Background: an optimization exercise with open tools, aiming at small area, a short achievable clock period and few clock cycles. Do not read the settings as production practice.
Function was checked by simulation only, so behaviour that the tests miss may differ from the original.
No activity file was given, so power comes from the tool's default toggle rates.

## flow/run.sh

```bash
#!/bin/bash
# synth_recipe.tcl (not shown) runs the flow's synth.tcl, then flattens the netlist and writes it again
# the make line also repeats each setting of config.mk as NAME=value (left out here)
make -C /OpenROAD-flow-scripts/flow DESIGN_CONFIG=/design/flow/config.mk WORK_HOME=/design/flow/orfs CLKGATE_MAP_FILE= SYNTH_SCRIPT=/design/flow/synth_recipe.tcl finish
```

## flow/config.mk

```make
export PLATFORM = sky130hd
export DESIGN_NAME = windowed_peak_boundary_picker_core
export DESIGN_NICKNAME = windowed_peak_boundary_picker_core
export VERILOG_FILES = /design/flow/design.v
export SDC_FILE = /design/flow/constraint.sdc
export NUM_CORES = 4
export LEC_CHECK = 0
export CAP_MARGIN = 20
export CORE_MARGIN = 2
export CORE_UTILIZATION = 40
export SLEW_MARGIN = 20
```

## flow/design.v

```verilog
package wpbp_pkg;
    localparam int MAX_RADIUS_DEF = 31;
    localparam int PROB_BITS_DEF  = 16;
    localparam int RADIUS_W   = 5;
    localparam int CNT_CMP_W  = RADIUS_W + 1;
    localparam int THRESH_RESET = 32768;
    localparam logic [RADIUS_W-1:0] RADIUS_RESET = 5'd2;
    localparam int CFG_IDX_W = 1;
    typedef enum logic [CFG_IDX_W-1:0] {
        CFG_THRESHOLD = 1'b0,
        CFG_RADIUS    = 1'b1
    } t_cfg_idx;
    typedef struct packed {
        logic shift;        
        logic clear;        
        logic load;         
        logic keep;         
        logic look_left;    
        logic look_right;   
    } t_cell_ctl;
endpackage
module wpbp_cell #(
    parameter int PROB_BITS = wpbp_pkg::PROB_BITS_DEF
) (
    input  logic                   i_clk,
    input  logic                   i_rst_n,
    input  wpbp_pkg::t_cell_ctl    i_ctl,
    input  logic [PROB_BITS+1:0]   i_new,
    input  logic [PROB_BITS+1:0]   i_nb_ent,
    input  logic                   i_nb_pres,
    input  logic [PROB_BITS:0]     i_cand_key,
    output logic [PROB_BITS+1:0]   o_ent,
    output logic                   o_pres,
    output logic [PROB_BITS:0]     o_key,
    output logic                   o_beat
);
    logic [PROB_BITS+1:0] r_ent;
    logic [PROB_BITS+1:0] n_ent;
    logic                 r_pres;
    logic                 n_pres;
    logic                 w_valid;
    logic                 w_barrier;
    assign w_valid   = r_ent[PROB_BITS+1];
    assign w_barrier = r_ent[PROB_BITS];
    assign o_key = (!w_valid || w_barrier) ? {1'b1, {PROB_BITS{1'b0}}}
                                           : {1'b0, r_ent[PROB_BITS-1:0]};
    assign o_beat = r_pres && ((i_ctl.look_left  && (o_key >= i_cand_key)) ||
                               (i_ctl.look_right && (o_key >  i_cand_key)));
    assign o_ent  = r_ent;
    assign o_pres = r_pres;
    always_comb begin
        n_ent  = r_ent;
        n_pres = r_pres;
        if (i_ctl.shift) begin
            n_ent  = i_nb_ent;
            n_pres = i_nb_pres;
        end
        if (i_ctl.clear || !i_ctl.keep) begin
            n_pres = 1'b0;
        end
        if (i_ctl.load) begin
            n_ent  = i_new;
            n_pres = 1'b1;
        end
    end
    always_ff @(posedge i_clk) begin
        r_ent <= n_ent;
        if (!i_rst_n) begin
            r_pres <= 1'b0;
        end else begin
            r_pres <= n_pres;
        end
    end
endmodule
module windowed_peak_boundary_picker_core #(
    parameter int MAX_RADIUS = wpbp_pkg::MAX_RADIUS_DEF,
    parameter int PROB_BITS  = wpbp_pkg::PROB_BITS_DEF,
    localparam int CFG_W     = (PROB_BITS > wpbp_pkg::RADIUS_W) ? PROB_BITS
                                                                 : wpbp_pkg::RADIUS_W
) (
    input  logic                            i_clk,
    input  logic                            i_rst_n,
    input  logic                            i_cfg_we,
    input  logic [wpbp_pkg::CFG_IDX_W-1:0]  i_cfg_idx,
    input  logic [CFG_W-1:0]                i_cfg_data,
    input  logic                            i_in_valid,
    output logic                            o_in_stall,
    input  logic [PROB_BITS-1:0]            i_prob,
    input  logic                            i_barrier,
    input  logic                            i_valid_req,
    input  logic                            i_seq_last,
    output logic                            o_out_valid,
    input  logic                            i_out_stall,
    output logic                            o_boundary,
    output logic                            o_seq_end,
    output logic                            o_run_end
);
    localparam int DEPTH = 2 * MAX_RADIUS + 1;
    localparam int CTR   = MAX_RADIUS;
    localparam int CW    = $clog2(MAX_RADIUS + 2);
    localparam int ENT_W = PROB_BITS + 2;
    localparam int CMPW  = wpbp_pkg::CNT_CMP_W;
    localparam int RW    = wpbp_pkg::RADIUS_W;
    logic [PROB_BITS-1:0] r_thresh;
    logic [RW-1:0]        r_radius;
    logic [RW-1:0]        w_radius_wr;
    logic                 r_busy;
    logic                 r_last;
    logic [CW-1:0]        r_pend;
    logic                 r_out_valid;
    logic                 r_boundary;
    logic                 r_seq_end;
    logic                 r_run_end;
    logic                 w_need;
    logic                 w_more;
    logic                 w_fire;
    logic                 w_item_done;
    logic                 w_ready;
    logic                 w_in_acc;
    logic [CW-1:0]        w_pend_m1;
    logic [CW-1:0]        w_pend_base;
    logic [CMPW-1:0]      w_radius_x;
    logic                 w_decision;
    logic [DEPTH:0][ENT_W-1:0]     w_ent;
    logic [DEPTH:0]                w_pres;
    logic [DEPTH-1:0][PROB_BITS:0] w_key;
    logic [DEPTH-1:0]              w_beat;
    logic [ENT_W-1:0]              w_new;
    logic [ENT_W-1:0]              w_cand;
    assign w_ent[DEPTH]  = '0;
    assign w_pres[DEPTH] = 1'b0;
    assign w_new  = {i_valid_req, i_barrier, i_prob};
    assign w_cand = w_ent[CTR];
    assign w_radius_wr = (i_cfg_data[RW-1:0] > RW'(MAX_RADIUS)) ? RW'(MAX_RADIUS)
                                                                : i_cfg_data[RW-1:0];
    always_ff @(posedge i_clk) begin
        if (!i_rst_n) begin
            r_thresh <= PROB_BITS'(wpbp_pkg::THRESH_RESET);
            r_radius <= wpbp_pkg::RADIUS_RESET;
        end else if (i_cfg_we) begin
            case (i_cfg_idx)
                wpbp_pkg::CFG_THRESHOLD: r_thresh <= i_cfg_data[PROB_BITS-1:0];
                wpbp_pkg::CFG_RADIUS:    r_radius <= w_radius_wr;
                default:                 r_thresh <= r_thresh;
            endcase
        end
    end
    assign w_radius_x  = CMPW'(r_radius);
    assign w_pend_m1   = r_pend - CW'(1);
    assign w_need      = r_busy && (r_pend != '0) &&
                         (r_last || (CMPW'(r_pend) > w_radius_x));
    assign w_more      = (w_pend_m1 != '0) &&
                         (r_last || (CMPW'(w_pend_m1) > w_radius_x));
    assign w_fire      = w_need && (!r_out_valid || !i_out_stall);
    assign w_item_done = r_busy && (!w_need || (w_fire && !w_more));
    assign w_ready     = !r_busy || w_item_done;
    assign w_in_acc    = i_in_valid && w_ready;
    assign w_pend_base = r_pend - CW'(w_fire);
    assign o_in_stall  = !w_ready;
    always_ff @(posedge i_clk) begin
        if (!i_rst_n) begin
            r_busy <= 1'b0;
            r_last <= 1'b0;
            r_pend <= '0;
        end else begin
            if (w_in_acc) begin
                r_busy <= 1'b1;
                r_last <= i_seq_last;
            end else if (w_item_done) begin
                r_busy <= 1'b0;
            end
            r_pend <= w_pend_base + CW'(w_in_acc);
        end
    end
    for (genvar j = 0; j < DEPTH; j++) begin : g_cell
        wpbp_pkg::t_cell_ctl w_ctl_j;
        always_comb begin
            w_ctl_j.shift      = w_fire;
            w_ctl_j.clear      = w_item_done && r_last;
            w_ctl_j.load       = 1'b0;
            w_ctl_j.keep       = 1'b1;
            w_ctl_j.look_left  = 1'b0;
            w_ctl_j.look_right = 1'b0;
            if (j < CTR) begin
                w_ctl_j.look_left = (RW'(CTR - j) <= r_radius);
                w_ctl_j.keep      = !w_item_done || (RW'(CTR - j) <= r_radius);
            end else begin
                w_ctl_j.load = w_in_acc && (w_pend_base == CW'(j - CTR));
                if (j > CTR) begin
                    w_ctl_j.look_right = (RW'(j - CTR) <= r_radius);
                end
            end
        end
        wpbp_cell #(
            .PROB_BITS (PROB_BITS)
        ) u_cell (
            .i_clk      (i_clk),
            .i_rst_n    (i_rst_n),
            .i_ctl      (w_ctl_j),
            .i_new      (w_new),
            .i_nb_ent   (w_ent[j+1]),
            .i_nb_pres  (w_pres[j+1]),
            .i_cand_key (w_key[CTR]),
            .o_ent      (w_ent[j]),
            .o_pres     (w_pres[j]),
            .o_key      (w_key[j]),
            .o_beat     (w_beat[j])
        );
    end
    assign w_decision = !(|w_beat) && w_cand[PROB_BITS+1] &&
                        (w_cand[PROB_BITS] || (w_cand[PROB_BITS-1:0] >= r_thresh));
    always_ff @(posedge i_clk) begin
        if (!i_rst_n) begin
            r_out_valid <= 1'b0;
        end else if (w_fire) begin
            r_out_valid <= 1'b1;
        end else if (!i_out_stall) begin
            r_out_valid <= 1'b0;
        end
    end
    always_ff @(posedge i_clk) begin
        if (w_fire) begin
            r_boundary <= w_decision;
            r_run_end  <= !w_more;
            r_seq_end  <= !w_more && r_last;
        end
    end
    assign o_out_valid = r_out_valid;
    assign o_boundary  = r_boundary;
    assign o_seq_end   = r_seq_end;
    assign o_run_end   = r_run_end;
endmodule
```

## flow/constraint.sdc

```tcl
create_clock -name core_clock -period 6.0 [get_ports {i_clk}]
set_input_delay 1.2000 -clock core_clock [delete_from_list [all_inputs] [get_ports {i_clk}]]
set_output_delay 1.2000 -clock core_clock [all_outputs]
set_load 0.01 [all_outputs]
```

==> run summary <==
## cell families after synthesis
logic type	synth area share [%]
XOR/XNOR	1.529
buffers and inverters	2.490
multiplexers	8.929
AO/OA/AOI/OAI	10.36
flip-flops	46.56
AND/OR/NAND/NOR	15.10
adder cells (fa/ha/maj)	15.03
## metal layers
layer	GRT usage [%]	wire length [um]
met1	30.73	100800
met2	40.94	116500
met3	4.251	16320
met4	11.70	12550
met5	0	117
## state kept, by name (all words and copies together) (netlist names)
signal,cells
r_pend,6
r_thresh,16
r_busy,1
g_cell.u_cell.r_ent,1134
g_cell.u_cell.r_pres,63
r_radius,5
r_boundary,1
r_out_valid,1
r_seq_end,1
r_last,1
r_run_end,1
## critical path, stage by stage, from the launching register on
cell                              delay, ns
sky130_fd_sc_hd__dfxtp_1               0.40
sky130_fd_sc_hd__inv_1                 0.14
sky130_fd_sc_hd__ha_1                  0.31
sky130_fd_sc_hd__inv_1                 0.04
sky130_fd_sc_hd__ha_1                  0.28
sky130_fd_sc_hd__nor2b_1               0.13
sky130_fd_sc_hd__o21a_1                0.16
sky130_fd_sc_hd__o21a_1                0.16
sky130_fd_sc_hd__o21a_1                0.16
sky130_fd_sc_hd__o22a_1                0.17
sky130_fd_sc_hd__o31ai_1               0.38
sky130_fd_sc_hd__a21bo_2               0.49
sky130_fd_sc_hd__inv_1                 0.21
sky130_fd_sc_hd__clkdlybuf4s50_1       0.53
## power groups by stage
stage | registers, mW | logic, mW | clock network (mW)
final | 11.9 | 15.0 | 9.18
after global routing | 12.0 | 16.3 | 9.62
after CTS | 11.9 | 14.8 | 9.31
after detailed placement | 12.1 | 14.7 | 0
after global placement | 12.1 | 14.3 | 0
after floorplan | 11.6 | 9.47 | 0
## synthesized netlist by cell type, types with 44 or more instances
cell type and number:
sky130_fd_sc_hd__o21ai_0 211, sky130_fd_sc_hd__xnor2_1 106, sky130_fd_sc_hd__dfxtp_1 93, sky130_fd_sc_hd__nand3_1 153, sky130_fd_sc_hd__nor2_1 137, sky130_fd_sc_hd__edfxtp_1 1137
sky130_fd_sc_hd__clkbuf_1 274, sky130_fd_sc_hd__maj3_1 74, sky130_fd_sc_hd__nand2_1 445, sky130_fd_sc_hd__ha_1 870, sky130_fd_sc_hd__a31oi_1 67, sky130_fd_sc_hd__nor2b_1 115
sky130_fd_sc_hd__nand4_1 121, sky130_fd_sc_hd__and2_1 757, sky130_fd_sc_hd__nor3_1 49, sky130_fd_sc_hd__and3_1 52, sky130_fd_sc_hd__a21oi_1 345, sky130_fd_sc_hd__nand3b_1 46
sky130_fd_sc_hd__a21o_1 107, sky130_fd_sc_hd__a211oi_1 67, sky130_fd_sc_hd__inv_1 152, sky130_fd_sc_hd__o211ai_1 44, sky130_fd_sc_hd__mux2_2 583
## worst paths after layout
path,end,slack [ns],cells past startpoint
max reg2reg,r_boundary,0.67,12
min reg2reg,g_cell[16].u_cell.r_ent[2],0.43,0
min,g_cell[16].u_cell.r_ent[2],0.43,0
max,o_in_stall,0.40,13
## cell type report
class,instances,area [sq um],area share (%)
Tap cell,2526,3161,3.658
Inverter,155,594.3,0.6878
Sequential cell,1230,36000,41.67
Antenna cell,3,7.507,0.008689
Clock buffer,185,3998,4.627
Clock inverter,87,888.4,1.028
Timing Repair Buffer,255,2103,2.434
Multi-Input combinational cell,4996,39650,45.89
==> flow_summary.html <==
<table>
<tr><th>Metric</th><th>Value</th></tr>
<tr><th colspan="2">Drt</th></tr>
<tr><td>DRC violations left</td><td>0</td></tr>
<tr><td>Remaining antenna violation count after routing</td><td>0</td></tr>
<tr><td>Average wire per cell in the routed design</td><td>26.10 um</td></tr>
<tr><td>Via Count</td><td>55,830</td></tr>
<tr><td>Iteration count of the initial detailed-routing pass</td><td>6</td></tr>
<tr><td>Final WL</td><td>between 200 and 250 mm</td></tr>
<tr><td>Iteration-0 DRC Markers</td><td>5,015</td></tr>
<tr><td>Via count normalized by instance count</td><td>5.916</td></tr>
<tr><th colspan="2">Final layout</th></tr>
<tr><td>Area Growth Syn to Fin</td><td>11.72%</td></tr>
<tr><td>Post-layout utilization of the core</td><td>approximately 45%</td></tr>
<tr><td>Commonest non-fill, non-tap cell in the layout</td><td>sky130_fd_sc_hd__edfxtp_1</td></tr>
<tr><td>Post-layout nets</td><td>between 7,000 and 8,000</td></tr>
<tr><td>Ratio of cells with drive above 1 in the final layout</td><td>between 10% and 20%</td></tr>
<tr><td>Most used cells in the layout excluding fill and tap cells</td><td>sky130_fd_sc_hd__edfxtp_1, sky130_fd_sc_hd__ha_1, sky130_fd_sc_hd__and2_1</td></tr>
<tr><td>Final cell count without fillers</td><td>around 9,400</td></tr>
<tr><td>Final non-filler cell area</td><td>86,400 sq um</td></tr>
<tr><td>Count of fill cells added during filler insertion</td><td>~17,000</td></tr>
<tr><th colspan="2">STA</th></tr>
<tr><td>Unrepaired setup endpoints after global routing</td><td>no</td></tr>
<tr><td>Worst clock skew</td><td>~0.042 ns</td></tr>
<tr><td>Setup slack after layout</td><td>0.3975 ns</td></tr>
<tr><td>Final Hold Fails</td><td>0</td></tr>
<tr><td>Worst Hold Slack</td><td>between 0.4 and 0.5 ns</td></tr>
<tr><td>Final setup violating endpoints</td><td>0</td></tr>
<tr><td>Max Slew Vio Count</td><td>0</td></tr>
<tr><td>Period Utilization, post-route</td><td>~93%</td></tr>
<tr><td>Transition time at the pin with the least slew margin</td><td>1.181 ns</td></tr>
<tr><td>Final worst path period need</td><td>5.602 ns</td></tr>
<tr><td>TNS Setup</td><td>0 ns</td></tr>
<tr><td>Achievable frequency</td><td>approximately 180 MHz</td></tr>
<tr><td>Slew headroom</td><td>between 20% and 30%</td></tr>
<tr><th colspan="2">Die</th></tr>
<tr><td>Floorplan Core Area</td><td>192,400 sq um</td></tr>
<tr><td>Std cell rows</td><td>approximately 160</td></tr>
<tr><td>DIE HEIGHT</td><td>between 400 and 500 um</td></tr>
<tr><td>I/O pin count</td><td>46</td></tr>
<tr><td>Die area</td><td>between 150,000 and 200,000 sq um</td></tr>
<tr><td>Initial Util</td><td>between 40% and 50%</td></tr>
<tr><td>Die Width</td><td>roughly 440 um</td></tr>
<tr><th colspan="2">Yosys</th></tr>
<tr><td>Async S/R FF share, synth</td><td>0%</td></tr>
<tr><td>Fraction of the yosys area taken by sequential cells</td><td>a little under half</td></tr>
<tr><td>Post-synthesis sequential element count</td><td>1,230</td></tr>
<tr><td>Cell taking the most area after synthesis</td><td>sky130_fd_sc_hd__edfxtp_1</td></tr>
<tr><td>Post-synthesis cell type count</td><td>between 70 and 80</td></tr>
<tr><td>Post-synthesis instance area</td><td>roughly 77,000 sq um</td></tr>
<tr><td>Synthesized netlist cell count</td><td>slightly below 7,000</td></tr>
<tr><td>Top post-synthesis cells by area</td><td>sky130_fd_sc_hd__edfxtp_1, sky130_fd_sc_hd__ha_1, sky130_fd_sc_hd__mux2_2</td></tr>
<tr><td>Avg Synthesized Cell Area</td><td>11.50 sq um</td></tr>
<tr><td>Yosys warnings</td><td>2</td></tr>
<tr><td>Synth Flop Type</td><td>sky130_fd_sc_hd__edfxtp_1</td></tr>
<tr><td>Number of enable flip-flop cells after synthesis</td><td>1,137</td></tr>
<tr><td>Fraction of synthesized cell area taken by the top area cell type</td><td>between 40% and 50%</td></tr>
<tr><td>Nets in the synthesized netlist</td><td>between 7,000 and 8,000</td></tr>
<tr><th colspan="2">Worst setup path</th></tr>
<tr><td>Startpoint of the worst setup timing path</td><td>r_pend[1]</td></tr>
<tr><td>Category of the worst setup path capture point</td><td>primary output</td></tr>
<tr><td>CP Launch Type</td><td>flip-flop</td></tr>
<tr><td>Required time of the critical path</td><td>~4.8 ns</td></tr>
<tr><td>Critical-path maximum fanout</td><td>22</td></tr>
<tr><td>Type of the worst setup path</td><td>flip-flop to primary output</td></tr>
<tr><td>Worst Path Arrival</td><td>4.40 ns</td></tr>
<tr><td>Critical R2R Launch</td><td>g_cell[31].u_cell.r_ent[17]</td></tr>
<tr><th colspan="2">Placement</th></tr>
<tr><td>Area after detailed placement</td><td>between 80,000 and 90,000 sq um</td></tr>
<tr><td>IO Port Bufs</td><td>45</td></tr>
<tr><td>Placed Cells</td><td>9,161</td></tr>
<tr><td>Weighted congestion reported at the end of routability-driven placement</td><td>0.9499</td></tr>
<tr><td>HPWL reported at the end of detailed placement</td><td>about 170 mm</td></tr>
<tr><td>Worst setup slack after placement</td><td>about 0.42 ns</td></tr>
<tr><th colspan="2">Global route</th></tr>
<tr><td>Remaining Overflow, GRT</td><td>0</td></tr>
<tr><td>Number of antenna violations at the first check in global routing</td><td>15</td></tr>
<tr><td>Wire length of the first global-routing pass</td><td>363.2 mm</td></tr>
<tr><td>Total routing usage reported by global routing</td><td>approximately a quarter</td></tr>
<tr><td>Largest net degree at the start of global routing</td><td>approximately 180</td></tr>
<tr><td>Via count of the first global-routing pass</td><td>55,770</td></tr>
<tr><th colspan="2">Clock network</th></tr>
<tr><td>Number of post-CTS setup repair buffers</td><td>0</td></tr>
<tr><td>Clock transition at the registers of the reported paths</td><td>approximately 0.060 ns</td></tr>
<tr><td>Worst-Skew Late Latency</td><td>between 0.8 and 0.9 ns</td></tr>
<tr><td>Count of H-tree levels built during CTS</td><td>4</td></tr>
<tr><td>Clock Tree Buf Depth</td><td>3</td></tr>
<tr><td>Number of cells upsized or downsized after cts</td><td>0</td></tr>
<tr><td>Hold_buf cts</td><td>0</td></tr>
<tr><td>Clk Tree Root Cell</td><td>sky130_fd_sc_hd__clkbuf_16</td></tr>
<tr><td>CTS tree</td><td>built</td></tr>
<tr><td>Clock Sinks</td><td>between 1,000 and 1,500</td></tr>
<tr><td>Clock buffer count from CTS</td><td>about 150</td></tr>
<tr><th colspan="2">Worst hold path</th></tr>
<tr><td>Type of the worst min-delay path</td><td>flip-flop to flip-flop</td></tr>
<tr><td>Launch point of the worst hold path</td><td>g_cell[17].u_cell.r_ent[2]</td></tr>
<tr><th colspan="2">Power and ir drop</th></tr>
<tr><td>Design Power</td><td>36.05 mW</td></tr>
<tr><td>Part of the total power dissipated in sequential elements</td><td>between 30 and 40%</td></tr>
<tr><td>Leakage power of the design</td><td>32.60 nW</td></tr>
<tr><td>Cell area power density</td><td>~420 nW/um^2</td></tr>
<tr><td>Cell internal pwr</td><td>between 20 and 25 mW</td></tr>
<tr><td>Total net switching power</td><td>about 14 mW</td></tr>
<tr><td>Switching power share of the total</td><td>39.51%</td></tr>
<tr><td>Proportion of power drawn by combinational gates</td><td>41.5%</td></tr>
<tr><td>Max rail drop VDD</td><td>0.3264 mV</td></tr>
<tr><td>Clock power frac</td><td>roughly a quarter</td></tr>
<tr><th colspan="2">Job</th></tr>
<tr><td>Max Cap Violations</td><td>0</td></tr>
<tr><th colspan="2">Outcome</th></tr>
<tr><td>Run status</td><td>finished clean</td></tr>
</table>
Testbench counts, summed over its fixed seeds: cycles 34,297.

==> what the ideal ports hide <==
Ports are ideal in the flow. The routed layout listed here was re-timed in OpenROAD. Step 1 (the two cells are an assumption about what drives the block):
set clk [get_ports {i_clk}]
set_driving_cell -lib_cell sky130_fd_sc_hd__clkbuf_16 $clk
set_driving_cell -lib_cell sky130_fd_sc_hd__buf_2 [delete_from_list [all_inputs] $clk]
Step 2, shift: input delay + t, output delay - t, t = (earliest + latest rising clock arrival at the registers) / 2. This alone moves slack from input paths to output paths. a / b / c = ideal / step 1 / step 2; a / b = the first two.
t (ns): 0.894
setup WS [ns]: 0.398 / 0.315 / 0.574
worst setup path at the end: input to register
slew at the worst register clock pin (ns): 0.07 / 0.07
cell pins on the clock port's net: 1
After both steps setup and hold are still met in this run. The setup slack of this run moves by -0.083 ns with the drivers and by +0.176 ns with both steps.
